This is an optimization exercise on Yosys and OpenROAD, whose aim is small area, a short achievable clock period and few clock cycles per item, not a production implementation. Function was checked by simulation only, so behaviour that the tests miss may differ from the original.

--- constraint.sdc ---
create_clock -name core_clock -period 9.0 [get_ports {clk_i}]
set_input_delay 1.8000 -clock core_clock [delete_from_list [all_inputs] [get_ports {clk_i}]]
set_output_delay 1.8000 -clock core_clock [all_outputs]
set_load 0.01 [all_outputs]
--- design.v ---
package bdte_pkg;
  function automatic logic [8:0] bdte_march_start(input logic [3:0] mon);
    logic [8:0] days;
    case (mon)
      4'd0:    days = 9'd306;
      4'd1:    days = 9'd337;
      4'd2:    days = 9'd0;
      4'd3:    days = 9'd31;
      4'd4:    days = 9'd61;
      4'd5:    days = 9'd92;
      4'd6:    days = 9'd122;
      4'd7:    days = 9'd153;
      4'd8:    days = 9'd184;
      4'd9:    days = 9'd214;
      4'd10:   days = 9'd245;
      default: days = 9'd275;
    endcase
    bdte_march_start = days;
  endfunction
  function automatic logic [8:0] bdte_month_split(input logic [7:0] m);
    logic [8:0] r;
    case (m)
      8'd0: r = {5'd19, 4'd0};
      8'd1: r = {5'd19, 4'd1};
      8'd2: r = {5'd20, 4'd2};
      8'd3: r = {5'd20, 4'd3};
      8'd4: r = {5'd20, 4'd4};
      8'd5: r = {5'd20, 4'd5};
      8'd6: r = {5'd20, 4'd6};
      8'd7: r = {5'd20, 4'd7};
      8'd8: r = {5'd20, 4'd8};
      8'd9: r = {5'd20, 4'd9};
      8'd10: r = {5'd20, 4'd10};
      8'd11: r = {5'd20, 4'd11};
      8'd12: r = {5'd20, 4'd0};
      8'd13: r = {5'd20, 4'd1};
      8'd14: r = {5'd21, 4'd2};
      8'd15: r = {5'd21, 4'd3};
      8'd16: r = {5'd21, 4'd4};
      8'd17: r = {5'd21, 4'd5};
      8'd18: r = {5'd21, 4'd6};
      8'd19: r = {5'd21, 4'd7};
      8'd20: r = {5'd21, 4'd8};
      8'd21: r = {5'd21, 4'd9};
      8'd22: r = {5'd21, 4'd10};
      8'd23: r = {5'd21, 4'd11};
      8'd24: r = {5'd21, 4'd0};
      8'd25: r = {5'd21, 4'd1};
      8'd26: r = {5'd22, 4'd2};
      8'd27: r = {5'd22, 4'd3};
      8'd28: r = {5'd22, 4'd4};
      8'd29: r = {5'd22, 4'd5};
      8'd30: r = {5'd22, 4'd6};
      8'd31: r = {5'd22, 4'd7};
      8'd32: r = {5'd22, 4'd8};
      8'd33: r = {5'd22, 4'd9};
      8'd34: r = {5'd22, 4'd10};
      8'd35: r = {5'd22, 4'd11};
      8'd36: r = {5'd22, 4'd0};
      8'd37: r = {5'd22, 4'd1};
      8'd38: r = {5'd23, 4'd2};
      8'd39: r = {5'd23, 4'd3};
      8'd40: r = {5'd23, 4'd4};
      8'd41: r = {5'd23, 4'd5};
      8'd42: r = {5'd23, 4'd6};
      8'd43: r = {5'd23, 4'd7};
      8'd44: r = {5'd23, 4'd8};
      8'd45: r = {5'd23, 4'd9};
      8'd46: r = {5'd23, 4'd10};
      8'd47: r = {5'd23, 4'd11};
      8'd48: r = {5'd23, 4'd0};
      8'd49: r = {5'd23, 4'd1};
      8'd50: r = {5'd24, 4'd2};
      8'd51: r = {5'd24, 4'd3};
      8'd52: r = {5'd24, 4'd4};
      8'd53: r = {5'd24, 4'd5};
      8'd54: r = {5'd24, 4'd6};
      8'd55: r = {5'd24, 4'd7};
      8'd56: r = {5'd24, 4'd8};
      8'd57: r = {5'd24, 4'd9};
      8'd58: r = {5'd24, 4'd10};
      8'd59: r = {5'd24, 4'd11};
      8'd60: r = {5'd24, 4'd0};
      8'd61: r = {5'd24, 4'd1};
      8'd62: r = {5'd25, 4'd2};
      8'd63: r = {5'd25, 4'd3};
      8'd64: r = {5'd25, 4'd4};
      8'd65: r = {5'd25, 4'd5};
      8'd66: r = {5'd25, 4'd6};
      8'd67: r = {5'd25, 4'd7};
      8'd68: r = {5'd25, 4'd8};
      8'd69: r = {5'd25, 4'd9};
      8'd70: r = {5'd25, 4'd10};
      8'd71: r = {5'd25, 4'd11};
      8'd72: r = {5'd25, 4'd0};
      8'd73: r = {5'd25, 4'd1};
      8'd74: r = {5'd26, 4'd2};
      8'd75: r = {5'd26, 4'd3};
      8'd76: r = {5'd26, 4'd4};
      8'd77: r = {5'd26, 4'd5};
      8'd78: r = {5'd26, 4'd6};
      8'd79: r = {5'd26, 4'd7};
      8'd80: r = {5'd26, 4'd8};
      8'd81: r = {5'd26, 4'd9};
      8'd82: r = {5'd26, 4'd10};
      8'd83: r = {5'd26, 4'd11};
      8'd84: r = {5'd26, 4'd0};
      8'd85: r = {5'd26, 4'd1};
      8'd86: r = {5'd27, 4'd2};
      8'd87: r = {5'd27, 4'd3};
      8'd88: r = {5'd27, 4'd4};
      8'd89: r = {5'd27, 4'd5};
      8'd90: r = {5'd27, 4'd6};
      8'd91: r = {5'd27, 4'd7};
      8'd92: r = {5'd27, 4'd8};
      8'd93: r = {5'd27, 4'd9};
      8'd94: r = {5'd27, 4'd10};
      8'd95: r = {5'd27, 4'd11};
      8'd96: r = {5'd27, 4'd0};
      8'd97: r = {5'd27, 4'd1};
      8'd98: r = {5'd28, 4'd2};
      8'd99: r = {5'd28, 4'd3};
      8'd100: r = {5'd28, 4'd4};
      8'd101: r = {5'd28, 4'd5};
      8'd102: r = {5'd28, 4'd6};
      8'd103: r = {5'd28, 4'd7};
      8'd104: r = {5'd28, 4'd8};
      8'd105: r = {5'd28, 4'd9};
      8'd106: r = {5'd28, 4'd10};
      8'd107: r = {5'd28, 4'd11};
      8'd108: r = {5'd28, 4'd0};
      8'd109: r = {5'd28, 4'd1};
      8'd110: r = {5'd29, 4'd2};
      8'd111: r = {5'd29, 4'd3};
      8'd112: r = {5'd29, 4'd4};
      8'd113: r = {5'd29, 4'd5};
      8'd114: r = {5'd29, 4'd6};
      8'd115: r = {5'd29, 4'd7};
      8'd116: r = {5'd29, 4'd8};
      8'd117: r = {5'd29, 4'd9};
      8'd118: r = {5'd29, 4'd10};
      8'd119: r = {5'd29, 4'd11};
      8'd120: r = {5'd29, 4'd0};
      8'd121: r = {5'd29, 4'd1};
      8'd122: r = {5'd30, 4'd2};
      8'd123: r = {5'd30, 4'd3};
      8'd124: r = {5'd30, 4'd4};
      8'd125: r = {5'd30, 4'd5};
      8'd126: r = {5'd30, 4'd6};
      8'd127: r = {5'd30, 4'd7};
      8'd128: r = {5'd9, 4'd4};
      8'd129: r = {5'd9, 4'd5};
      8'd130: r = {5'd9, 4'd6};
      8'd131: r = {5'd9, 4'd7};
      8'd132: r = {5'd9, 4'd8};
      8'd133: r = {5'd9, 4'd9};
      8'd134: r = {5'd9, 4'd10};
      8'd135: r = {5'd9, 4'd11};
      8'd136: r = {5'd9, 4'd0};
      8'd137: r = {5'd9, 4'd1};
      8'd138: r = {5'd10, 4'd2};
      8'd139: r = {5'd10, 4'd3};
      8'd140: r = {5'd10, 4'd4};
      8'd141: r = {5'd10, 4'd5};
      8'd142: r = {5'd10, 4'd6};
      8'd143: r = {5'd10, 4'd7};
      8'd144: r = {5'd10, 4'd8};
      8'd145: r = {5'd10, 4'd9};
      8'd146: r = {5'd10, 4'd10};
      8'd147: r = {5'd10, 4'd11};
      8'd148: r = {5'd10, 4'd0};
      8'd149: r = {5'd10, 4'd1};
      8'd150: r = {5'd11, 4'd2};
      8'd151: r = {5'd11, 4'd3};
      8'd152: r = {5'd11, 4'd4};
      8'd153: r = {5'd11, 4'd5};
      8'd154: r = {5'd11, 4'd6};
      8'd155: r = {5'd11, 4'd7};
      8'd156: r = {5'd11, 4'd8};
      8'd157: r = {5'd11, 4'd9};
      8'd158: r = {5'd11, 4'd10};
      8'd159: r = {5'd11, 4'd11};
      8'd160: r = {5'd11, 4'd0};
      8'd161: r = {5'd11, 4'd1};
      8'd162: r = {5'd12, 4'd2};
      8'd163: r = {5'd12, 4'd3};
      8'd164: r = {5'd12, 4'd4};
      8'd165: r = {5'd12, 4'd5};
      8'd166: r = {5'd12, 4'd6};
      8'd167: r = {5'd12, 4'd7};
      8'd168: r = {5'd12, 4'd8};
      8'd169: r = {5'd12, 4'd9};
      8'd170: r = {5'd12, 4'd10};
      8'd171: r = {5'd12, 4'd11};
      8'd172: r = {5'd12, 4'd0};
      8'd173: r = {5'd12, 4'd1};
      8'd174: r = {5'd13, 4'd2};
      8'd175: r = {5'd13, 4'd3};
      8'd176: r = {5'd13, 4'd4};
      8'd177: r = {5'd13, 4'd5};
      8'd178: r = {5'd13, 4'd6};
      8'd179: r = {5'd13, 4'd7};
      8'd180: r = {5'd13, 4'd8};
      8'd181: r = {5'd13, 4'd9};
      8'd182: r = {5'd13, 4'd10};
      8'd183: r = {5'd13, 4'd11};
      8'd184: r = {5'd13, 4'd0};
      8'd185: r = {5'd13, 4'd1};
      8'd186: r = {5'd14, 4'd2};
      8'd187: r = {5'd14, 4'd3};
      8'd188: r = {5'd14, 4'd4};
      8'd189: r = {5'd14, 4'd5};
      8'd190: r = {5'd14, 4'd6};
      8'd191: r = {5'd14, 4'd7};
      8'd192: r = {5'd14, 4'd8};
      8'd193: r = {5'd14, 4'd9};
      8'd194: r = {5'd14, 4'd10};
      8'd195: r = {5'd14, 4'd11};
      8'd196: r = {5'd14, 4'd0};
      8'd197: r = {5'd14, 4'd1};
      8'd198: r = {5'd15, 4'd2};
      8'd199: r = {5'd15, 4'd3};
      8'd200: r = {5'd15, 4'd4};
      8'd201: r = {5'd15, 4'd5};
      8'd202: r = {5'd15, 4'd6};
      8'd203: r = {5'd15, 4'd7};
      8'd204: r = {5'd15, 4'd8};
      8'd205: r = {5'd15, 4'd9};
      8'd206: r = {5'd15, 4'd10};
      8'd207: r = {5'd15, 4'd11};
      8'd208: r = {5'd15, 4'd0};
      8'd209: r = {5'd15, 4'd1};
      8'd210: r = {5'd16, 4'd2};
      8'd211: r = {5'd16, 4'd3};
      8'd212: r = {5'd16, 4'd4};
      8'd213: r = {5'd16, 4'd5};
      8'd214: r = {5'd16, 4'd6};
      8'd215: r = {5'd16, 4'd7};
      8'd216: r = {5'd16, 4'd8};
      8'd217: r = {5'd16, 4'd9};
      8'd218: r = {5'd16, 4'd10};
      8'd219: r = {5'd16, 4'd11};
      8'd220: r = {5'd16, 4'd0};
      8'd221: r = {5'd16, 4'd1};
      8'd222: r = {5'd17, 4'd2};
      8'd223: r = {5'd17, 4'd3};
      8'd224: r = {5'd17, 4'd4};
      8'd225: r = {5'd17, 4'd5};
      8'd226: r = {5'd17, 4'd6};
      8'd227: r = {5'd17, 4'd7};
      8'd228: r = {5'd17, 4'd8};
      8'd229: r = {5'd17, 4'd9};
      8'd230: r = {5'd17, 4'd10};
      8'd231: r = {5'd17, 4'd11};
      8'd232: r = {5'd17, 4'd0};
      8'd233: r = {5'd17, 4'd1};
      8'd234: r = {5'd18, 4'd2};
      8'd235: r = {5'd18, 4'd3};
      8'd236: r = {5'd18, 4'd4};
      8'd237: r = {5'd18, 4'd5};
      8'd238: r = {5'd18, 4'd6};
      8'd239: r = {5'd18, 4'd7};
      8'd240: r = {5'd18, 4'd8};
      8'd241: r = {5'd18, 4'd9};
      8'd242: r = {5'd18, 4'd10};
      8'd243: r = {5'd18, 4'd11};
      8'd244: r = {5'd18, 4'd0};
      8'd245: r = {5'd18, 4'd1};
      8'd246: r = {5'd19, 4'd2};
      8'd247: r = {5'd19, 4'd3};
      8'd248: r = {5'd19, 4'd4};
      8'd249: r = {5'd19, 4'd5};
      8'd250: r = {5'd19, 4'd6};
      8'd251: r = {5'd19, 4'd7};
      8'd252: r = {5'd19, 4'd8};
      8'd253: r = {5'd19, 4'd9};
      8'd254: r = {5'd19, 4'd10};
      8'd255: r = {5'd19, 4'd11};
      default: r = '0;
    endcase
    bdte_month_split = r;
  endfunction
  function automatic logic [10:0] bdte_kday(input logic [1:0] yb, input logic [3:0] mo);
    logic [10:0] r;
    case ({yb, mo})
      6'd0: r = 11'd306;
      6'd1: r = 11'd337;
      6'd2: r = 11'd0;
      6'd3: r = 11'd31;
      6'd4: r = 11'd61;
      6'd5: r = 11'd92;
      6'd6: r = 11'd122;
      6'd7: r = 11'd153;
      6'd8: r = 11'd184;
      6'd9: r = 11'd214;
      6'd10: r = 11'd245;
      6'd11: r = 11'd275;
      6'd12: r = 11'd0;
      6'd13: r = 11'd0;
      6'd14: r = 11'd0;
      6'd15: r = 11'd0;
      6'd16: r = 11'd671;
      6'd17: r = 11'd702;
      6'd18: r = 11'd365;
      6'd19: r = 11'd396;
      6'd20: r = 11'd426;
      6'd21: r = 11'd457;
      6'd22: r = 11'd487;
      6'd23: r = 11'd518;
      6'd24: r = 11'd549;
      6'd25: r = 11'd579;
      6'd26: r = 11'd610;
      6'd27: r = 11'd640;
      6'd28: r = 11'd0;
      6'd29: r = 11'd0;
      6'd30: r = 11'd0;
      6'd31: r = 11'd0;
      6'd32: r = 11'd1036;
      6'd33: r = 11'd1067;
      6'd34: r = 11'd730;
      6'd35: r = 11'd761;
      6'd36: r = 11'd791;
      6'd37: r = 11'd822;
      6'd38: r = 11'd852;
      6'd39: r = 11'd883;
      6'd40: r = 11'd914;
      6'd41: r = 11'd944;
      6'd42: r = 11'd975;
      6'd43: r = 11'd1005;
      6'd44: r = 11'd0;
      6'd45: r = 11'd0;
      6'd46: r = 11'd0;
      6'd47: r = 11'd0;
      6'd48: r = 11'd1401;
      6'd49: r = 11'd1432;
      6'd50: r = 11'd1095;
      6'd51: r = 11'd1126;
      6'd52: r = 11'd1156;
      6'd53: r = 11'd1187;
      6'd54: r = 11'd1217;
      6'd55: r = 11'd1248;
      6'd56: r = 11'd1279;
      6'd57: r = 11'd1309;
      6'd58: r = 11'd1340;
      6'd59: r = 11'd1370;
      6'd60: r = 11'd0;
      6'd61: r = 11'd0;
      6'd62: r = 11'd0;
      6'd63: r = 11'd0;
      default: r = '0;
    endcase
    bdte_kday = r;
  endfunction
  function automatic logic [8:0] bdte_divmod3_8(input logic [7:0] x);
    logic [8:0] r;
    case (x)
      8'd0: r = {7'd0, 2'd0};
      8'd1: r = {7'd0, 2'd1};
      8'd2: r = {7'd0, 2'd2};
      8'd3: r = {7'd1, 2'd0};
      8'd4: r = {7'd1, 2'd1};
      8'd5: r = {7'd1, 2'd2};
      8'd6: r = {7'd2, 2'd0};
      8'd7: r = {7'd2, 2'd1};
      8'd8: r = {7'd2, 2'd2};
      8'd9: r = {7'd3, 2'd0};
      8'd10: r = {7'd3, 2'd1};
      8'd11: r = {7'd3, 2'd2};
      8'd12: r = {7'd4, 2'd0};
      8'd13: r = {7'd4, 2'd1};
      8'd14: r = {7'd4, 2'd2};
      8'd15: r = {7'd5, 2'd0};
      8'd16: r = {7'd5, 2'd1};
      8'd17: r = {7'd5, 2'd2};
      8'd18: r = {7'd6, 2'd0};
      8'd19: r = {7'd6, 2'd1};
      8'd20: r = {7'd6, 2'd2};
      8'd21: r = {7'd7, 2'd0};
      8'd22: r = {7'd7, 2'd1};
      8'd23: r = {7'd7, 2'd2};
      8'd24: r = {7'd8, 2'd0};
      8'd25: r = {7'd8, 2'd1};
      8'd26: r = {7'd8, 2'd2};
      8'd27: r = {7'd9, 2'd0};
      8'd28: r = {7'd9, 2'd1};
      8'd29: r = {7'd9, 2'd2};
      8'd30: r = {7'd10, 2'd0};
      8'd31: r = {7'd10, 2'd1};
      8'd32: r = {7'd10, 2'd2};
      8'd33: r = {7'd11, 2'd0};
      8'd34: r = {7'd11, 2'd1};
      8'd35: r = {7'd11, 2'd2};
      8'd36: r = {7'd12, 2'd0};
      8'd37: r = {7'd12, 2'd1};
      8'd38: r = {7'd12, 2'd2};
      8'd39: r = {7'd13, 2'd0};
      8'd40: r = {7'd13, 2'd1};
      8'd41: r = {7'd13, 2'd2};
      8'd42: r = {7'd14, 2'd0};
      8'd43: r = {7'd14, 2'd1};
      8'd44: r = {7'd14, 2'd2};
      8'd45: r = {7'd15, 2'd0};
      8'd46: r = {7'd15, 2'd1};
      8'd47: r = {7'd15, 2'd2};
      8'd48: r = {7'd16, 2'd0};
      8'd49: r = {7'd16, 2'd1};
      8'd50: r = {7'd16, 2'd2};
      8'd51: r = {7'd17, 2'd0};
      8'd52: r = {7'd17, 2'd1};
      8'd53: r = {7'd17, 2'd2};
      8'd54: r = {7'd18, 2'd0};
      8'd55: r = {7'd18, 2'd1};
      8'd56: r = {7'd18, 2'd2};
      8'd57: r = {7'd19, 2'd0};
      8'd58: r = {7'd19, 2'd1};
      8'd59: r = {7'd19, 2'd2};
      8'd60: r = {7'd20, 2'd0};
      8'd61: r = {7'd20, 2'd1};
      8'd62: r = {7'd20, 2'd2};
      8'd63: r = {7'd21, 2'd0};
      8'd64: r = {7'd21, 2'd1};
      8'd65: r = {7'd21, 2'd2};
      8'd66: r = {7'd22, 2'd0};
      8'd67: r = {7'd22, 2'd1};
      8'd68: r = {7'd22, 2'd2};
      8'd69: r = {7'd23, 2'd0};
      8'd70: r = {7'd23, 2'd1};
      8'd71: r = {7'd23, 2'd2};
      8'd72: r = {7'd24, 2'd0};
      8'd73: r = {7'd24, 2'd1};
      8'd74: r = {7'd24, 2'd2};
      8'd75: r = {7'd25, 2'd0};
      8'd76: r = {7'd25, 2'd1};
      8'd77: r = {7'd25, 2'd2};
      8'd78: r = {7'd26, 2'd0};
      8'd79: r = {7'd26, 2'd1};
      8'd80: r = {7'd26, 2'd2};
      8'd81: r = {7'd27, 2'd0};
      8'd82: r = {7'd27, 2'd1};
      8'd83: r = {7'd27, 2'd2};
      8'd84: r = {7'd28, 2'd0};
      8'd85: r = {7'd28, 2'd1};
      8'd86: r = {7'd28, 2'd2};
      8'd87: r = {7'd29, 2'd0};
      8'd88: r = {7'd29, 2'd1};
      8'd89: r = {7'd29, 2'd2};
      8'd90: r = {7'd30, 2'd0};
      8'd91: r = {7'd30, 2'd1};
      8'd92: r = {7'd30, 2'd2};
      8'd93: r = {7'd31, 2'd0};
      8'd94: r = {7'd31, 2'd1};
      8'd95: r = {7'd31, 2'd2};
      8'd96: r = {7'd32, 2'd0};
      8'd97: r = {7'd32, 2'd1};
      8'd98: r = {7'd32, 2'd2};
      8'd99: r = {7'd33, 2'd0};
      8'd100: r = {7'd33, 2'd1};
      8'd101: r = {7'd33, 2'd2};
      8'd102: r = {7'd34, 2'd0};
      8'd103: r = {7'd34, 2'd1};
      8'd104: r = {7'd34, 2'd2};
      8'd105: r = {7'd35, 2'd0};
      8'd106: r = {7'd35, 2'd1};
      8'd107: r = {7'd35, 2'd2};
      8'd108: r = {7'd36, 2'd0};
      8'd109: r = {7'd36, 2'd1};
      8'd110: r = {7'd36, 2'd2};
      8'd111: r = {7'd37, 2'd0};
      8'd112: r = {7'd37, 2'd1};
      8'd113: r = {7'd37, 2'd2};
      8'd114: r = {7'd38, 2'd0};
      8'd115: r = {7'd38, 2'd1};
      8'd116: r = {7'd38, 2'd2};
      8'd117: r = {7'd39, 2'd0};
      8'd118: r = {7'd39, 2'd1};
      8'd119: r = {7'd39, 2'd2};
      8'd120: r = {7'd40, 2'd0};
      8'd121: r = {7'd40, 2'd1};
      8'd122: r = {7'd40, 2'd2};
      8'd123: r = {7'd41, 2'd0};
      8'd124: r = {7'd41, 2'd1};
      8'd125: r = {7'd41, 2'd2};
      8'd126: r = {7'd42, 2'd0};
      8'd127: r = {7'd42, 2'd1};
      8'd128: r = {7'd85, 2'd1};
      8'd129: r = {7'd85, 2'd2};
      8'd130: r = {7'd86, 2'd0};
      8'd131: r = {7'd86, 2'd1};
      8'd132: r = {7'd86, 2'd2};
      8'd133: r = {7'd87, 2'd0};
      8'd134: r = {7'd87, 2'd1};
      8'd135: r = {7'd87, 2'd2};
      8'd136: r = {7'd88, 2'd0};
      8'd137: r = {7'd88, 2'd1};
      8'd138: r = {7'd88, 2'd2};
      8'd139: r = {7'd89, 2'd0};
      8'd140: r = {7'd89, 2'd1};
      8'd141: r = {7'd89, 2'd2};
      8'd142: r = {7'd90, 2'd0};
      8'd143: r = {7'd90, 2'd1};
      8'd144: r = {7'd90, 2'd2};
      8'd145: r = {7'd91, 2'd0};
      8'd146: r = {7'd91, 2'd1};
      8'd147: r = {7'd91, 2'd2};
      8'd148: r = {7'd92, 2'd0};
      8'd149: r = {7'd92, 2'd1};
      8'd150: r = {7'd92, 2'd2};
      8'd151: r = {7'd93, 2'd0};
      8'd152: r = {7'd93, 2'd1};
      8'd153: r = {7'd93, 2'd2};
      8'd154: r = {7'd94, 2'd0};
      8'd155: r = {7'd94, 2'd1};
      8'd156: r = {7'd94, 2'd2};
      8'd157: r = {7'd95, 2'd0};
      8'd158: r = {7'd95, 2'd1};
      8'd159: r = {7'd95, 2'd2};
      8'd160: r = {7'd96, 2'd0};
      8'd161: r = {7'd96, 2'd1};
      8'd162: r = {7'd96, 2'd2};
      8'd163: r = {7'd97, 2'd0};
      8'd164: r = {7'd97, 2'd1};
      8'd165: r = {7'd97, 2'd2};
      8'd166: r = {7'd98, 2'd0};
      8'd167: r = {7'd98, 2'd1};
      8'd168: r = {7'd98, 2'd2};
      8'd169: r = {7'd99, 2'd0};
      8'd170: r = {7'd99, 2'd1};
      8'd171: r = {7'd99, 2'd2};
      8'd172: r = {7'd100, 2'd0};
      8'd173: r = {7'd100, 2'd1};
      8'd174: r = {7'd100, 2'd2};
      8'd175: r = {7'd101, 2'd0};
      8'd176: r = {7'd101, 2'd1};
      8'd177: r = {7'd101, 2'd2};
      8'd178: r = {7'd102, 2'd0};
      8'd179: r = {7'd102, 2'd1};
      8'd180: r = {7'd102, 2'd2};
      8'd181: r = {7'd103, 2'd0};
      8'd182: r = {7'd103, 2'd1};
      8'd183: r = {7'd103, 2'd2};
      8'd184: r = {7'd104, 2'd0};
      8'd185: r = {7'd104, 2'd1};
      8'd186: r = {7'd104, 2'd2};
      8'd187: r = {7'd105, 2'd0};
      8'd188: r = {7'd105, 2'd1};
      8'd189: r = {7'd105, 2'd2};
      8'd190: r = {7'd106, 2'd0};
      8'd191: r = {7'd106, 2'd1};
      8'd192: r = {7'd106, 2'd2};
      8'd193: r = {7'd107, 2'd0};
      8'd194: r = {7'd107, 2'd1};
      8'd195: r = {7'd107, 2'd2};
      8'd196: r = {7'd108, 2'd0};
      8'd197: r = {7'd108, 2'd1};
      8'd198: r = {7'd108, 2'd2};
      8'd199: r = {7'd109, 2'd0};
      8'd200: r = {7'd109, 2'd1};
      8'd201: r = {7'd109, 2'd2};
      8'd202: r = {7'd110, 2'd0};
      8'd203: r = {7'd110, 2'd1};
      8'd204: r = {7'd110, 2'd2};
      8'd205: r = {7'd111, 2'd0};
      8'd206: r = {7'd111, 2'd1};
      8'd207: r = {7'd111, 2'd2};
      8'd208: r = {7'd112, 2'd0};
      8'd209: r = {7'd112, 2'd1};
      8'd210: r = {7'd112, 2'd2};
      8'd211: r = {7'd113, 2'd0};
      8'd212: r = {7'd113, 2'd1};
      8'd213: r = {7'd113, 2'd2};
      8'd214: r = {7'd114, 2'd0};
      8'd215: r = {7'd114, 2'd1};
      8'd216: r = {7'd114, 2'd2};
      8'd217: r = {7'd115, 2'd0};
      8'd218: r = {7'd115, 2'd1};
      8'd219: r = {7'd115, 2'd2};
      8'd220: r = {7'd116, 2'd0};
      8'd221: r = {7'd116, 2'd1};
      8'd222: r = {7'd116, 2'd2};
      8'd223: r = {7'd117, 2'd0};
      8'd224: r = {7'd117, 2'd1};
      8'd225: r = {7'd117, 2'd2};
      8'd226: r = {7'd118, 2'd0};
      8'd227: r = {7'd118, 2'd1};
      8'd228: r = {7'd118, 2'd2};
      8'd229: r = {7'd119, 2'd0};
      8'd230: r = {7'd119, 2'd1};
      8'd231: r = {7'd119, 2'd2};
      8'd232: r = {7'd120, 2'd0};
      8'd233: r = {7'd120, 2'd1};
      8'd234: r = {7'd120, 2'd2};
      8'd235: r = {7'd121, 2'd0};
      8'd236: r = {7'd121, 2'd1};
      8'd237: r = {7'd121, 2'd2};
      8'd238: r = {7'd122, 2'd0};
      8'd239: r = {7'd122, 2'd1};
      8'd240: r = {7'd122, 2'd2};
      8'd241: r = {7'd123, 2'd0};
      8'd242: r = {7'd123, 2'd1};
      8'd243: r = {7'd123, 2'd2};
      8'd244: r = {7'd124, 2'd0};
      8'd245: r = {7'd124, 2'd1};
      8'd246: r = {7'd124, 2'd2};
      8'd247: r = {7'd125, 2'd0};
      8'd248: r = {7'd125, 2'd1};
      8'd249: r = {7'd125, 2'd2};
      8'd250: r = {7'd126, 2'd0};
      8'd251: r = {7'd126, 2'd1};
      8'd252: r = {7'd126, 2'd2};
      8'd253: r = {7'd127, 2'd0};
      8'd254: r = {7'd127, 2'd1};
      8'd255: r = {7'd127, 2'd2};
      default: r = '0;
    endcase
    bdte_divmod3_8 = r;
  endfunction
endpackage
module bdte_ctrl (
  input  logic clk_i,
  input  logic rst_ni,
  input  logic start,
  output logic accept_o,
  output logic busy,
  output logic done_o
);
  logic busy_q;
  assign accept_o = start & ~busy_q;
  always_ff @(posedge clk_i or negedge rst_ni) begin
    if (!rst_ni) begin
      busy_q <= 1'b0;
    end else begin
      busy_q <= accept_o;
    end
  end
  assign busy   = busy_q;
  assign done_o = busy_q;
endmodule
module bdte_datapath (
  input  logic               clk_i,
  input  logic               load_i,
  input  logic signed [10:0] second_in_i,
  input  logic signed [10:0] minute_in_i,
  input  logic signed [10:0] hour_in_i,
  input  logic signed [10:0] day_in_i,
  input  logic signed [7:0]  month_in_i,
  input  logic        [7:0]  year_in_i,
  output logic        [5:0]  second_out_o,
  output logic        [5:0]  minute_out_o,
  output logic        [4:0]  hour_out_o,
  output logic        [4:0]  day_out_o,
  output logic        [3:0]  month_out_o,
  output logic signed [9:0]  year_out_o,
  output logic        [8:0]  day_of_year_o,
  output logic signed [33:0] epoch_seconds_o
);
  logic signed [4:0] hs;
  logic signed [7:0] vs;
  logic signed [2:0] ks;
  logic        [5:0] sec_n;
  assign hs = second_in_i[10:6];
  assign vs = $signed({2'b00, second_in_i[5:0]}) + $signed({hs[4], hs, 2'b00});
  always_comb begin
    if      (vs >= 8'sd120) ks = 3'sd2;
    else if (vs >= 8'sd60)  ks = 3'sd1;
    else if (vs >= 8'sd0)   ks = 3'sd0;
    else if (vs >= -8'sd60) ks = -3'sd1;
    else                    ks = -3'sd2;
  end
  assign sec_n = 6'(vs[5:0] + {ks[2], ks[2], ks, 1'b0} + {ks[2], ks[2], ks, 1'b0});
  logic signed [4:0] hm;
  logic signed [8:0] bm;
  logic signed [2:0] km;
  logic signed [2:0] km_c [5];
  logic        [5:0] min_n;
  assign hm = minute_in_i[10:6];
  assign bm = $signed({3'b000, minute_in_i[5:0]}) + $signed({hm[4], hm[4], hm, 2'b00})
            + $signed({{4{hs[4]}}, hs});
  for (genvar i = 0; i < 5; i++) begin : g_km
    localparam int K = i - 2;
    always_comb begin
      if      (bm >= 9'sd120 - 9'(K)) km_c[i] = 3'sd2;
      else if (bm >= 9'sd60 - 9'(K))  km_c[i] = 3'sd1;
      else if (bm >= 9'sd0 - 9'(K))   km_c[i] = 3'sd0;
      else if (bm >= -9'sd60 - 9'(K)) km_c[i] = -3'sd1;
      else                            km_c[i] = -3'sd2;
    end
  end
  always_comb begin
    case (ks)
      -3'sd2:  km = km_c[0];
      -3'sd1:  km = km_c[1];
      3'sd0:   km = km_c[2];
      3'sd1:   km = km_c[3];
      default: km = km_c[4];
    endcase
  end
  assign min_n = 6'(bm[5:0] + {{3{ks[2]}}, ks} + {km[2], km, 2'b00});
  logic signed [6:0] qh;           
  logic        [1:0] mh;
  logic        [4:0] rh;
  assign {qh, mh} = bdte_pkg::bdte_divmod3_8(hour_in_i[10:3]);
  assign rh = {mh, hour_in_i[2:0]};
  logic signed [6:0] bu;
  logic signed [1:0] c3;
  logic signed [1:0] c3_c [5];
  logic        [4:0] hour_n;
  assign bu = $signed({2'b00, rh}) + $signed({{2{hm[4]}}, hm});
  for (genvar i = 0; i < 5; i++) begin : g_c3
    localparam int K = i - 2;
    always_comb begin
      if      (bu < 7'sd0 - 7'(K))   c3_c[i] = -2'sd1;
      else if (bu >= 7'sd24 - 7'(K)) c3_c[i] = 2'sd1;
      else                           c3_c[i] = 2'sd0;
    end
  end
  always_comb begin
    case (km)
      -3'sd2:  c3 = c3_c[0];
      -3'sd1:  c3 = c3_c[1];
      3'sd0:   c3 = c3_c[2];
      3'sd1:   c3 = c3_c[3];
      default: c3 = c3_c[4];
    endcase
  end
  assign hour_n = 5'(bu[4:0] + {{2{km[2]}}, km} + {c3, 3'b000});
  logic [4:0]  t;
  logic [3:0]  mo;
  logic [8:0]  ya;
  logic [6:0]  a;
  logic [1:0]  yb;
  assign {t, mo} = bdte_pkg::bdte_month_split(month_in_i);
  assign ya = {1'b0, year_in_i} + {4'd0, t};
  assign a  = ya[8:2];
  assign yb = year_in_i[1:0] + t[1:0];
  logic [11:0] dbase, du;
  assign dbase = 12'({2'b00, bdte_pkg::bdte_kday(yb, mo)} + 13'(day_in_i) + 13'(qh) + 13'd1095);
  always_comb begin
    case (c3)
      2'sd1:   du = dbase + 12'd1;
      -2'sd1:  du = dbase - 12'd1;
      default: du = dbase;
    endcase
  end
  logic [5:0]         sec_q, min_q;
  logic [4:0]         hour_q;
  logic        [11:0] du_q;
  logic [6:0]         a_q;
  always_ff @(posedge clk_i) begin
    if (load_i) begin
      sec_q  <= sec_n;
      min_q  <= min_n;
      hour_q <= hour_n;
      du_q   <= du;
      a_q    <= a;
    end
  end
  logic signed [12:0] doc0_q;
  assign doc0_q = $signed({1'b0, du_q}) - 13'sd1096;
  logic        ge_731n, ge_366n, ge_0, ge_365, ge_730, ge_1095, ge_1461, ge_1826, ge_2191;
  assign ge_731n = (doc0_q >= -13'sd731);
  assign ge_366n = (doc0_q >= -13'sd366);
  assign ge_0    = !doc0_q[12];
  assign ge_365  = (doc0_q >= 13'sd365);
  assign ge_730  = (doc0_q >= 13'sd730);
  assign ge_1095 = (doc0_q >= 13'sd1095);
  assign ge_1461 = (doc0_q >= 13'sd1461);
  assign ge_1826 = (doc0_q >= 13'sd1826);
  assign ge_2191 = (doc0_q >= 13'sd2191);
  logic [3:0]         j;
  logic signed [12:0] ystart;
  always_comb begin
    if      (ge_2191) begin j = 4'd9; ystart = 13'sd2191;  end
    else if (ge_1826) begin j = 4'd8; ystart = 13'sd1826;  end
    else if (ge_1461) begin j = 4'd7; ystart = 13'sd1461;  end
    else if (ge_1095) begin j = 4'd6; ystart = 13'sd1095;  end
    else if (ge_730)  begin j = 4'd5; ystart = 13'sd730;   end
    else if (ge_365)  begin j = 4'd4; ystart = 13'sd365;   end
    else if (ge_0)    begin j = 4'd3; ystart = 13'sd0;     end
    else if (ge_366n) begin j = 4'd2; ystart = -13'sd366;  end
    else if (ge_731n) begin j = 4'd1; ystart = -13'sd731;  end
    else              begin j = 4'd0; ystart = -13'sd1096; end
  end
  logic [8:0] doy;                 
  assign doy = 9'(doc0_q - ystart);
  logic [3:0] mp;
  logic [8:0] mstart;
  always_comb begin
    if      (doy >= 9'd337) begin mp = 4'd11; mstart = 9'd337; end
    else if (doy >= 9'd306) begin mp = 4'd10; mstart = 9'd306; end
    else if (doy >= 9'd275) begin mp = 4'd9;  mstart = 9'd275; end
    else if (doy >= 9'd245) begin mp = 4'd8;  mstart = 9'd245; end
    else if (doy >= 9'd214) begin mp = 4'd7;  mstart = 9'd214; end
    else if (doy >= 9'd184) begin mp = 4'd6;  mstart = 9'd184; end
    else if (doy >= 9'd153) begin mp = 4'd5;  mstart = 9'd153; end
    else if (doy >= 9'd122) begin mp = 4'd4;  mstart = 9'd122; end
    else if (doy >= 9'd92)  begin mp = 4'd3;  mstart = 9'd92;  end
    else if (doy >= 9'd61)  begin mp = 4'd2;  mstart = 9'd61;  end
    else if (doy >= 9'd31)  begin mp = 4'd1;  mstart = 9'd31;  end
    else                    begin mp = 4'd0;  mstart = 9'd0;   end
  end
  logic jf;                        
  assign jf = (mp >= 4'd10);
  assign day_out_o     = 5'(doy[4:0] - mstart[4:0] + 5'd1);
  assign month_out_o   = jf ? (mp - 4'd10) : (mp + 4'd2);
  assign year_out_o    = $signed({1'b0, a_q, 2'b00}) + $signed({6'd0, j}) - 10'sd23 + $signed({9'd0, jf});
  assign day_of_year_o = jf ? (doy - 9'd306)
                            : (doy + 9'd59 + {8'd0, ((j == 4'd3) || (j == 4'd7))});
  logic y1, before69, corr;
  assign y1 = ((doc0_q >= -13'sd1155) && (doc0_q < -13'sd790))
           || ((doc0_q >= 13'sd306) && (doc0_q < 13'sd671))
           || ((doc0_q >= 13'sd1767) && (doc0_q < 13'sd2132));
  assign before69 = (a_q < 7'd21) || ((a_q == 7'd21) && (doc0_q < 13'sd1767))
                 || ((a_q == 7'd22) && (doc0_q < 13'sd306));
  assign corr = before69 && !y1;
  localparam logic [33:0] EPOCH_C = 34'd13168115716;
  logic [6:0]  na;
  logic [5:0]  nm;
  assign na = ~a_q;
  assign nm = ~min_q;
  assign epoch_seconds_o = $signed(
        {a_q, 27'd0} + {4'd0, na, 23'd0} + {8'd0, a_q, 19'd0} + {10'd0, na, 17'd0}
      + {14'd0, a_q, 13'd0} + {20'd0, na, 7'd0}
      + {6'd0, du_q, 16'd0} + {8'd0, du_q, 14'd0} + {10'd0, du_q, 12'd0}
      + {14'd0, du_q, 8'd0} + {15'd0, du_q, 7'd0}
      + {17'd0, corr, 1'b0, corr, 1'b0, corr, 3'd0, corr, corr, 7'd0}
      + {18'd0, hour_q, 11'd0} + {19'd0, hour_q, 10'd0} + {20'd0, hour_q, 9'd0}
      + {25'd0, hour_q, 4'd0}
      + {22'd0, min_q, 6'd0} + {26'd0, nm, 2'd0} + {28'd0, sec_q}
      + EPOCH_C);
  assign second_out_o = sec_q;
  assign minute_out_o = min_q;
  assign hour_out_o   = hour_q;
endmodule
module broken_down_time_to_epoch (
  input  logic               clk_i,
  input  logic               rst_ni,
  input  logic               start,
  output logic               busy,
  input  logic signed [10:0] second_in_i,
  input  logic signed [10:0] minute_in_i,
  input  logic signed [10:0] hour_in_i,
  input  logic signed [10:0] day_in_i,
  input  logic signed [7:0]  month_in_i,
  input  logic        [7:0]  year_in_i,
  output logic               done_o,
  output logic        [5:0]  second_out_o,
  output logic        [5:0]  minute_out_o,
  output logic        [4:0]  hour_out_o,
  output logic        [4:0]  day_out_o,
  output logic        [3:0]  month_out_o,
  output logic signed [9:0]  year_out_o,
  output logic        [8:0]  day_of_year_o,
  output logic signed [33:0] epoch_seconds_o
);
  logic accept;
  bdte_ctrl u_ctrl (
    .clk_i    (clk_i),
    .rst_ni   (rst_ni),
    .start    (start),
    .accept_o (accept),
    .busy     (busy),
    .done_o   (done_o)
  );
  bdte_datapath u_datapath (
    .clk_i           (clk_i),
    .load_i          (accept),
    .second_in_i     (second_in_i),
    .minute_in_i     (minute_in_i),
    .hour_in_i       (hour_in_i),
    .day_in_i        (day_in_i),
    .month_in_i      (month_in_i),
    .year_in_i       (year_in_i),
    .second_out_o    (second_out_o),
    .minute_out_o    (minute_out_o),
    .hour_out_o      (hour_out_o),
    .day_out_o       (day_out_o),
    .month_out_o     (month_out_o),
    .year_out_o      (year_out_o),
    .day_of_year_o   (day_of_year_o),
    .epoch_seconds_o (epoch_seconds_o)
  );
endmodule
--- run.sh ---
#!/bin/bash
# synth_recipe.tcl (not shown) runs the flow's synth.tcl, then flattens the netlist and writes it again
# the make line also repeats each setting of config.mk as NAME=value (left out here)
make -C /OpenROAD-flow-scripts/flow DESIGN_CONFIG=/design/flow/config.mk WORK_HOME=/design/flow/orfs CLKGATE_MAP_FILE= SYNTH_SCRIPT=/design/flow/synth_recipe.tcl finish
--- config.mk ---
export PLATFORM = sky130hd
export DESIGN_NAME = broken_down_time_to_epoch
export DESIGN_NICKNAME = broken_down_time_to_epoch
export VERILOG_FILES = /design/flow/design.v
export SDC_FILE = /design/flow/constraint.sdc
export NUM_CORES = 4
export LEC_CHECK = 0
export CAP_MARGIN = 20
export CORE_MARGIN = 2
export CORE_UTILIZATION = 40
export SLEW_MARGIN = 20
==> flow_summary.yaml, run 1 <==
floorplan:
  coreArea_um2: 32700
  rows: 66
  io_pins: 144
  die_y_um: 187
  die_area_um2: 34800
  start_util: 0.407
  die_w_um: 187
clocking:
  cts_buffers: 5
  clk_latency_ps: 290
  h-tree-depth: 2
  cts_root_buf: "clkbuf_16"
  cts_sinks: 37
  ctsLongestPathBuffers: 2
  cts_tree: "yes"
  clk_pin_slew_ps: 60
place:
  place.gp.congestion: 0.902
  port_buffers: 143
  dp_hpwl_um: 31000
sta:
  hold_viol: 0
  finClkSkew_ps: 3.59
  worstMarginPinSlew_ps: 796
  setup_violations: 6
  period_needed_ps: 9060
  relSlewSlack: 0.466
  post-route-period-util: 1.01
  drv_slew: 0
  rsz0062_at_grt: "true"
  hold_ws_ps: 651
  fin_ws_ps: -56.3
  fmax_ghz: 0.110
critical_path:
  cp.buffers_inverters: 5
  cp_slowest_stage_delay_ps: 570
  crit_path_max_fanout: 5
  rr_endpoint: "u_datapath.a_q[4]"
  setup.worst_path.start: "u_datapath.du_q[6]"
  critical_path.endpoint: "epoch_seconds_o[30]"
  path_delay_family: "adder cells"
  cp-start-kind: "flip-flop"
  r2r_slack_ps: 7450
  crit_required_ps: 7200
  r2r-start: "u_ctrl.busy_q"
  cp-end-kind: "output port"
  r2r_cells: 2
  critPathKind: "reg2out"
  cp.arrival_ps: 7260
  cpMostUsedCell: "fa_1"
  cp_num_cells: 29
  crit_slowest_cell: "fa_1"
synthesis:
  synthCells: 1638
  syn-cell-area_um2: 13300
  synth.most_common_cell: "ha_1"
  synth_nets: 2032
  synth-simple-area-share: 0.142
  synth_cell_types: 83
  async_reset_ff_frac: 0.0270
  synth_area_leaders: "ha_1 (20%), fa_1 (17%), edfxtp_1 (8.1%)"
  postSynthAreaPerCell_um2: 8.13
  synth_top_area_frac: 0.205
  synth_seq_cells: 37
  yosysSeqAreaShare: 0.0830
  synth_compound_area_frac: 0.224
  ys_warn_count: 4
  synth_top_family_by_area: "adder cells"
  yosys_most_used_dff: "edfxtp_1"
  synth_enable_flop_cells: 36
  muxShareOfSynthArea: 0.0138
  synth_top_cell_by_area: "ha_1"
  yosys.area_share.adder: 0.375
  ys_top_cells_by_count: "ha_1 (218), inv_1 (216), a21oi_1 (126), o21ai_0 (116), fa_1 (113)"
  synth_xor_area_frac: 0.0831
global_routing:
  gr-total-overflow: 0
  grt_max_degree: 38
  grt_antenna_before_repair: 0
  grt_pass1_wl_um: 61400
  grt_pass1_vias: 12700
  grtUsageTotal: 0.211
route:
  totalWireLength_um: 37200
  remaining_drc_errors: 0
  drt-vias-per-instance: 5.28
  vias: 12800
  drtIter0Drc: 493
  wire_per_inst_um: 15.3
  drtPass1Iterations: 7
  final_antenna_net_count: 0
final_layout:
  diodes: 0
  layout.nets: 2375
  final_util: 0.538
  drive_gt1_frac: 0.190
  area_delta_synth_final_pct: 32.1
hold_path:
  hp-class: "reg2reg"
flow_run:
  max_cap_violations: 0
outcome:
  violations: "setup timing"
  status: "finished with violations"
sequential cells by signal, indices dropped and copies added (netlist names):
signal / flops
u_datapath.hour_q: 5
u_datapath.a_q: 7
u_ctrl.busy_q: 1
u_datapath.sec_q: 6
u_datapath.min_q: 6
u_datapath.du_q: 12
placed cells by master, fill, tap and decap left out, types with 6 or more instances in the layout:
cell type	n
edfxtp_1	36
o22ai_1	21
ha_1	203
nand3_1	37
nor3_1	23
xnor2_1	82
a22oi_1	8
o31ai_1	9
o21ai_0	104
or2_2	10
nor2b_1	15
buf_2	9
and3_1	12
xnor2_2	10
nand2_1	100
ha_4	8
nor2_1	102
a21o_1	28
mux2i_1	15
a221oi_1	12
clkdlybuf4s50_1	123
o211ai_1	14
inv_1	213
a21oi_1	114
nand2b_1	22
buf_4	241
a31oi_1	17
xor2_1	28
dlymetal6s2s_1	8
ha_2	7
o21a_1	13
o21ai_1	12
a21oi_2	12
fa_1	108
nor4_1	8
nand4_1	6
or3_1	11
o21bai_1	15
and2_1	10
how the worst min path moves through the flow:
| stage | from | endpoint | slack [ps] | cells after the start |
|---|---|---|---|---|
| final | u_ctrl.busy_q | u_ctrl.busy_q | 650 | 1 |
| after global routing | u_ctrl.busy_q | u_ctrl.busy_q | 670 | 1 |
| after CTS | u_ctrl.busy_q | u_ctrl.busy_q | 750 | 1 |
| after detailed placement | u_ctrl.busy_q | u_ctrl.busy_q | 750 | 1 |
| after global placement | u_ctrl.busy_q | u_ctrl.busy_q | 720 | 1 |
| after floorplan | u_ctrl.busy_q | u_ctrl.busy_q | 1050 | 1 |
cell families (layout without fill, tap and decap cells):
logic type | after synthesis | in the layout
adder cells (fa/ha/maj) | 331 | 331
multiplexers | 18 | 18
AND/OR/NAND/NOR | 390 | 390
flip-flops | 37 | 37
AO/OA/AOI/OAI | 465 | 465
buffers and inverters | 274 | 618
XOR/XNOR | 123 | 123
layer usage:
metal / global-route usage / vias to the layer above / share of wire
met5: 0 / - / 0
met4: 0.0534 / 0 / 0.022
met3: 0.0267 / 50 / 0.048
met2: 0.372 / 317 / 0.48
met1: 0.273 / 5997 / 0.45
li1: - / 6439 / -
worst register-to-register path, cell delays in order, from the launching register on:
cell	delay, ps
dfrtp_1	420
nor2b_4	580
buf_16	250
cell type report:
cell class              instances  area [um2]
clock buffers                   5         125
clock inverters                 3        17.5
fillers                      3091       15100
inverters                     221         832
multi-input cells            1327       11700
flip-flops and latches         37        1110
well taps                     442         553
repair buffers                389        3290
timing repair:
| action | in CTS | in global routing |
|---|---|---|
| hold buffers | 0 | 0 |
| cloned | 0 | 0 |
| setup buffers | 16 | 26 |
| endpoints found under the setup margin | 22 | 27 |
| pin swaps | 25 | 62 |
| gates resized for setup | 63 | 92 |
metrics by stage:
stage,setup TNS (ps),instances,area (um2),setup WS (ps)
detailed placement,-5400,2375,16600,-691
floorplan,0,1638,13300,0.292
global route,-3180,2424,17600,-400
CTS,-171,2399,17100,-92.6
finish,-213,2424,17600,-56.3
global placement,-3970,2375,16600,-571
Testbench counts, summed over its fixed seeds: cycles 9,600, items 4,800.
==> run 2: changes to the inputs <==
--- a/design.v
+++ b/design.v
@@ -670,29 +670,23 @@
   logic signed [4:0] hm;
-  logic signed [8:0] bm;
-  logic signed [2:0] km;
-  logic signed [2:0] km_c [5];
-  logic        [5:0] min_n;
-  assign hm = minute_in_i[10:6];
-  assign bm = $signed({3'b000, minute_in_i[5:0]}) + $signed({hm[4], hm[4], hm, 2'b00})
-            + $signed({{4{hs[4]}}, hs});
-  for (genvar i = 0; i < 5; i++) begin : g_km
-    localparam int K = i - 2;
-    always_comb begin
-      if      (bm >= 9'sd120 - 9'(K)) km_c[i] = 3'sd2;
-      else if (bm >= 9'sd60 - 9'(K))  km_c[i] = 3'sd1;
-      else if (bm >= 9'sd0 - 9'(K))   km_c[i] = 3'sd0;
-      else if (bm >= -9'sd60 - 9'(K)) km_c[i] = -3'sd1;
-      else                            km_c[i] = -3'sd2;
-    end
-  end
+  logic signed [7:0] vm0;
+  logic signed [2:0] km0;
+  logic        [5:0] rm0;
+  assign hm  = minute_in_i[10:6];
+  assign vm0 = $signed({2'b00, minute_in_i[5:0]}) + $signed({hm[4], hm, 2'b00});
   always_comb begin
-    case (ks)
-      -3'sd2:  km = km_c[0];
-      -3'sd1:  km = km_c[1];
-      3'sd0:   km = km_c[2];
-      3'sd1:   km = km_c[3];
-      default: km = km_c[4];
-    endcase
-  end
-  assign min_n = 6'(bm[5:0] + {{3{ks[2]}}, ks} + {km[2], km, 2'b00});
+    if      (vm0 >= 8'sd120) km0 = 3'sd2;
+    else if (vm0 >= 8'sd60)  km0 = 3'sd1;
+    else if (vm0 >= 8'sd0)   km0 = 3'sd0;
+    else if (vm0 >= -8'sd60) km0 = -3'sd1;
+    else                     km0 = -3'sd2;
+  end
+  assign rm0 = 6'(vm0[5:0] + {km0[2], km0, 2'b00});
+  logic signed [5:0] qs;
+  logic signed [7:0] w;
+  logic signed [1:0] c2;
+  logic        [5:0] min_n;
+  assign qs = 6'(hs) + 6'(ks);
+  assign w  = $signed({2'b00, rm0}) + $signed({{2{qs[5]}}, qs});
+  assign c2 = w[7] ? -2'sd1 : (w >= 8'sd60) ? 2'sd1 : 2'sd0;
+  assign min_n = 6'(w[5:0] + {c2[1], c2[1], c2, 2'b00});
   logic signed [6:0] qh;           
@@ -704,7 +698,7 @@
   logic signed [1:0] c3;
-  logic signed [1:0] c3_c [5];
+  logic signed [1:0] c3_c [3];
   logic        [4:0] hour_n;
-  assign bu = $signed({2'b00, rh}) + $signed({{2{hm[4]}}, hm});
-  for (genvar i = 0; i < 5; i++) begin : g_c3
-    localparam int K = i - 2;
+  assign bu = $signed({2'b00, rh}) + $signed({{2{hm[4]}}, hm}) + $signed({{4{km0[2]}}, km0});
+  for (genvar i = 0; i < 3; i++) begin : g_c3
+    localparam int K = i - 1;
     always_comb begin
@@ -716,11 +710,9 @@
   always_comb begin
-    case (km)
-      -3'sd2:  c3 = c3_c[0];
-      -3'sd1:  c3 = c3_c[1];
-      3'sd0:   c3 = c3_c[2];
-      3'sd1:   c3 = c3_c[3];
-      default: c3 = c3_c[4];
+    case (c2)
+      -2'sd1:  c3 = c3_c[0];
+      2'sd0:   c3 = c3_c[1];
+      default: c3 = c3_c[2];
     endcase
   end
-  assign hour_n = 5'(bu[4:0] + {{2{km[2]}}, km} + {c3, 3'b000});
+  assign hour_n = 5'(bu[4:0] + {{3{c2[1]}}, c2} + {c3, 3'b000});
   logic [4:0]  t;
@@ -734,11 +726,15 @@
   assign yb = year_in_i[1:0] + t[1:0];
-  logic [11:0] dbase, du;
-  assign dbase = 12'({2'b00, bdte_pkg::bdte_kday(yb, mo)} + 13'(day_in_i) + 13'(qh) + 13'd1095);
-  always_comb begin
-    case (c3)
-      2'sd1:   du = dbase + 12'd1;
-      -2'sd1:  du = dbase - 12'd1;
-      default: du = dbase;
-    endcase
-  end
+  logic [11:0] dq, dqm, kday, du_p, du_m, du;
+  assign dq   = 12'(13'(day_in_i) + 13'(qh) + 13'd1095);
+  assign dqm  = 12'(13'(day_in_i) + 13'(qh) + 13'd1094);
+  assign kday = {1'b0, bdte_pkg::bdte_kday(yb, mo)};
+  assign du_p = dq + kday + {11'd0, (c3 == 2'sd1)};
+  assign du_m = dqm + kday;
+  assign du   = (c3 == -2'sd1) ? du_m : du_p;
+  logic y1, before69, corr;
+  assign y1       = (du < 12'd305) || ((du >= 12'd1402) && (du < 12'd1767))
+                 || ((du >= 12'd2863) && (du < 12'd3228));
+  assign before69 = (a < 7'd21) || ((a == 7'd21) && (du < 12'd2863))
+                 || ((a == 7'd22) && (du < 12'd1402));
+  assign corr     = before69 && !y1;
   logic [5:0]         sec_q, min_q;
@@ -747,2 +743,3 @@
   logic [6:0]         a_q;
+  logic               corr_q;
   always_ff @(posedge clk_i) begin
@@ -753,2 +750,3 @@
       du_q   <= du;
+      corr_q <= corr;
       a_q    <= a;
@@ -807,9 +805,2 @@
                             : (doy + 9'd59 + {8'd0, ((j == 4'd3) || (j == 4'd7))});
-  logic y1, before69, corr;
-  assign y1 = ((doc0_q >= -13'sd1155) && (doc0_q < -13'sd790))
-           || ((doc0_q >= 13'sd306) && (doc0_q < 13'sd671))
-           || ((doc0_q >= 13'sd1767) && (doc0_q < 13'sd2132));
-  assign before69 = (a_q < 7'd21) || ((a_q == 7'd21) && (doc0_q < 13'sd1767))
-                 || ((a_q == 7'd22) && (doc0_q < 13'sd306));
-  assign corr = before69 && !y1;
   localparam logic [33:0] EPOCH_C = 34'd13168115716;
@@ -824,3 +815,3 @@
       + {14'd0, du_q, 8'd0} + {15'd0, du_q, 7'd0}
-      + {17'd0, corr, 1'b0, corr, 1'b0, corr, 3'd0, corr, corr, 7'd0}
+      + {17'd0, corr_q, 1'b0, corr_q, 1'b0, corr_q, 3'd0, corr_q, corr_q, 7'd0}
       + {18'd0, hour_q, 11'd0} + {19'd0, hour_q, 10'd0} + {20'd0, hour_q, 9'd0}
==> run 2 against run 1 <==
Now clean on timing, DRC and antenna; fmax grew 1.5%; synthesized cell count decreased by 0.43%; synthesized area about the same; via count decreased by 3.6%; global-route usage fell by 0.99 points; critical endpoint is now u_datapath.corr_q.
==> flow_summary.yaml, run 2 <==
outcome:
  status: "timing/DRC/antenna clean"
synthesis:
  async_reset_ff_frac: 0.0263
  synth_enable_flop_cells: 37
  ys_warn_count: 3
  postSynthAreaPerCell_um2: 8.17
  synth_top_area_frac: 0.205
  yosys_most_used_dff: "edfxtp_1"
  synth_cell_types: 85
  synth.most_common_cell: "inv_1"
  synthCells: 1631
  synth_top_cell_by_area: "ha_1"
  synth_nets: 2024
  yosysSeqAreaShare: 0.0852
  ys_top_cells_by_count: "inv_1 (224), ha_1 (218), nor2_1 (118), a21oi_1 (116), fa_1 (112)"
  synth_area_leaders: "ha_1 (20%), fa_1 (17%), edfxtp_1 (8.3%)"
  syn-cell-area_um2: 13300
  synth_seq_cells: 38
critical_path:
  r2r-start: "u_ctrl.busy_q"
  crit_path_max_fanout: 6
  r2r_cells: 2
  critPathKind: "in2reg"
  rr_endpoint: "u_datapath.a_q[3]"
  cp.arrival_ps: 9040
  crit_slowest_cell: "clkdlybuf4s50_1"
  crit_required_ps: 9120
  setup.worst_path.start: "minute_in_i[6]"
  r2r_slack_ps: 7530
  cp_slowest_stage_delay_ps: 490
  cp-start-kind: "input port"
  cp-end-kind: "flip-flop"
  cpMostUsedCell: "ha_2"
final_layout:
  diodes: 0
  layout.nets: 2252
  largest_register_ffs: 12
  area_delta_synth_final_pct: 24.3
  top_regs: "u_datapath.du_q (12), u_datapath.a_q (7)"
  layout_common_cells: "inv_1 (220), ha_1 (211), clkdlybuf4s50_1 (136)"
  final_common_cell: "inv_1"
  regMostFlops: "u_datapath.du_q"
  final_area_um2: 16600
  drive_gt1_frac: 0.121
  final_util: 0.507
place:
  dpl_worst_slack_ps: -539
  port_buffers: 143
  place.gp.congestion: 0.909
  placed_cell_area_um2: 16000
  dp_hpwl_um: 29300
global_routing:
  grtUsageTotal: 0.201
  grt_max_degree: 39
  grt_pass1_vias: 12300
  grt_antenna_before_repair: 0
  gr-total-overflow: 0
  grt_pass1_wl_um: 59700
clocking:
  ctsLongestPathBuffers: 2
  cts_sinks: 38
  clk_latency_ps: 280
  cts_hold_buf: 0
  cts_buffers: 5
  cts_root_buf: "clkbuf_16"
  clk_pin_slew_ps: 60
  h-tree-depth: 2
  cts_tree: "yes"
hold_path:
  hp-class: "reg2reg"
  hold_end: "u_datapath.sec_q[0]"
  hold_depth: 1
  worstHoldStart: "u_ctrl.busy_q"
floorplan:
  coreArea_um2: 32700
  die_w_um: 187
  io_pins: 144
  start_util: 0.408
  die_y_um: 187
  die_area_um2: 34800
  rows: 66
route:
  dr_wl_met3_um: 1190
  totalWireLength_um: 34800
  wire_per_inst_um: 15.1
  drtPass1Iterations: 5
  wirelength_met1_um: 16200
  final_antenna_net_count: 0
  vias: 12300
  top_layer_used: "met4"
  drtIter0Drc: 542
  route.met2.wl_um: 17000
  remaining_drc_errors: 0
  drt-vias-per-instance: 5.36
sta:
  relSlewSlack: 0.485
  finClkSkew_ps: 3.24
  fin_ws_ps: 78.1
  worstMarginPinSlew_ps: 760
  post-route-period-util: 0.991
  setup_violations: 0
  fmax_ghz: 0.112
  period_needed_ps: 8920
  setup_tns_ps: 0
  hold_viol: 0
  drv_slew: 0
  rsz0062_at_grt: "true"
flow_run:
  max_cap_violations: 0
run 2: changes by cell type after synthesis, moves of 8 or more:
cell	before	now
nor3_1	26	36
xnor2_1	91	76
nor2_1	104	118
o22ai_1	21	11
o211ai_1	14	23
inv_1	216	224
a21o_1	28	37
o21ai_0	116	85
a21oi_1	126	116
run 2: through the flow:
step / cells / hold WS, ps
after global placement: 2281 / 730
after detailed placement: 2281 / 737
final: 2302 / 751
after CTS: 2291 / 750
after floorplan: 1631 / 1060
after global routing: 2302 / 797
run 2: final cells by class:
type / instances / area (um2)
clock inverters: 3 / 16.3
well taps: 442 / 553
clock buffers: 5 / 125
multi-input cells: 1315 / 11500
flip-flops and latches: 38 / 1140
repair buffers: 270 / 2420
inverters: 229 / 860
fillers: 3209 / 16100
run 2: timing repair:
action | in CTS | in global routing
setup buffers | 2 | 10
resized for setup | 18 | 70
setup endpoints to repair | 6 | 13
cloned | 0 | 0
pin swaps | 4 | 24
run 2: how the worst max path moves through the flow:
stage	endpoint	slack [ps]	cells after the start
after CTS	year_out_o[9]	10	32
final	u_datapath.corr_q	80	33
after global placement	u_datapath.corr_q	-320	32
after detailed placement	u_datapath.corr_q	-540	32
after global routing	u_datapath.corr_q	-330	32
after floorplan	u_datapath.corr_q	250	31
run 2: worst max-delay path: cells and delay by family:
family | cells | cell delay [ps]
buf+inv | 7 | 1150
compound gates | 10 | 2380
fa+ha+maj | 8 | 2660
mux | 1 | 90
simple gates | 6 | 720
xor+xnor | 1 | 220
run 2: routing by layer:
metal / vias up / GRT usage
met5: - / 0
met4: 0 / 0.0259
met3: 24 / 0.0135
met2: 238 / 0.365
met1: 5861 / 0.269
li1: 6214 / -
run 2: logic make-up after synthesis:
kind of cell,share of synthesized area
buffers and inverters,0.0792
AND/OR/NAND/NOR,0.143
multiplexers,0.0176
adder cells (fa/ha/maj),0.373
XOR/XNOR,0.0690
flip-flops,0.0852
AO/OA/AOI/OAI,0.233
Testbench counts of run 2, summed over its fixed seeds: cycles 9,600, items 4,800.

-- separate check: timing with driven ports --
How much do the figures lean on ideal ports? The routed layouts below were timed once more, with nothing changed but the port constraints. Step 1, drivers: a clkbuf_16 drives clk_i and a buf_2 each remaining input, both assumed. Step 2 moves the port delays by t, midway between the first and last clock arrival at a register: inputs arrive t later, outputs are due t later. That takes back most of the time a late clock gives input paths. a / b / c = no drivers / after step 1 / after step 2; a / b = the first two.
run | t (ns) | setup WS [ns] | pins driven straight from the clock port
run 1 | 0.335 | -0.056 / -0.096 / 0.239 | 1
run 2 | 0.317 | 0.078 / 0.095 / -0.222 | 1
Met with ideal ports but missed after step 2: setup timing in run 2. For run 2, which loses most, drivers alone change the setup slack by +0.017 ns; drivers and shift together by -0.300 ns.
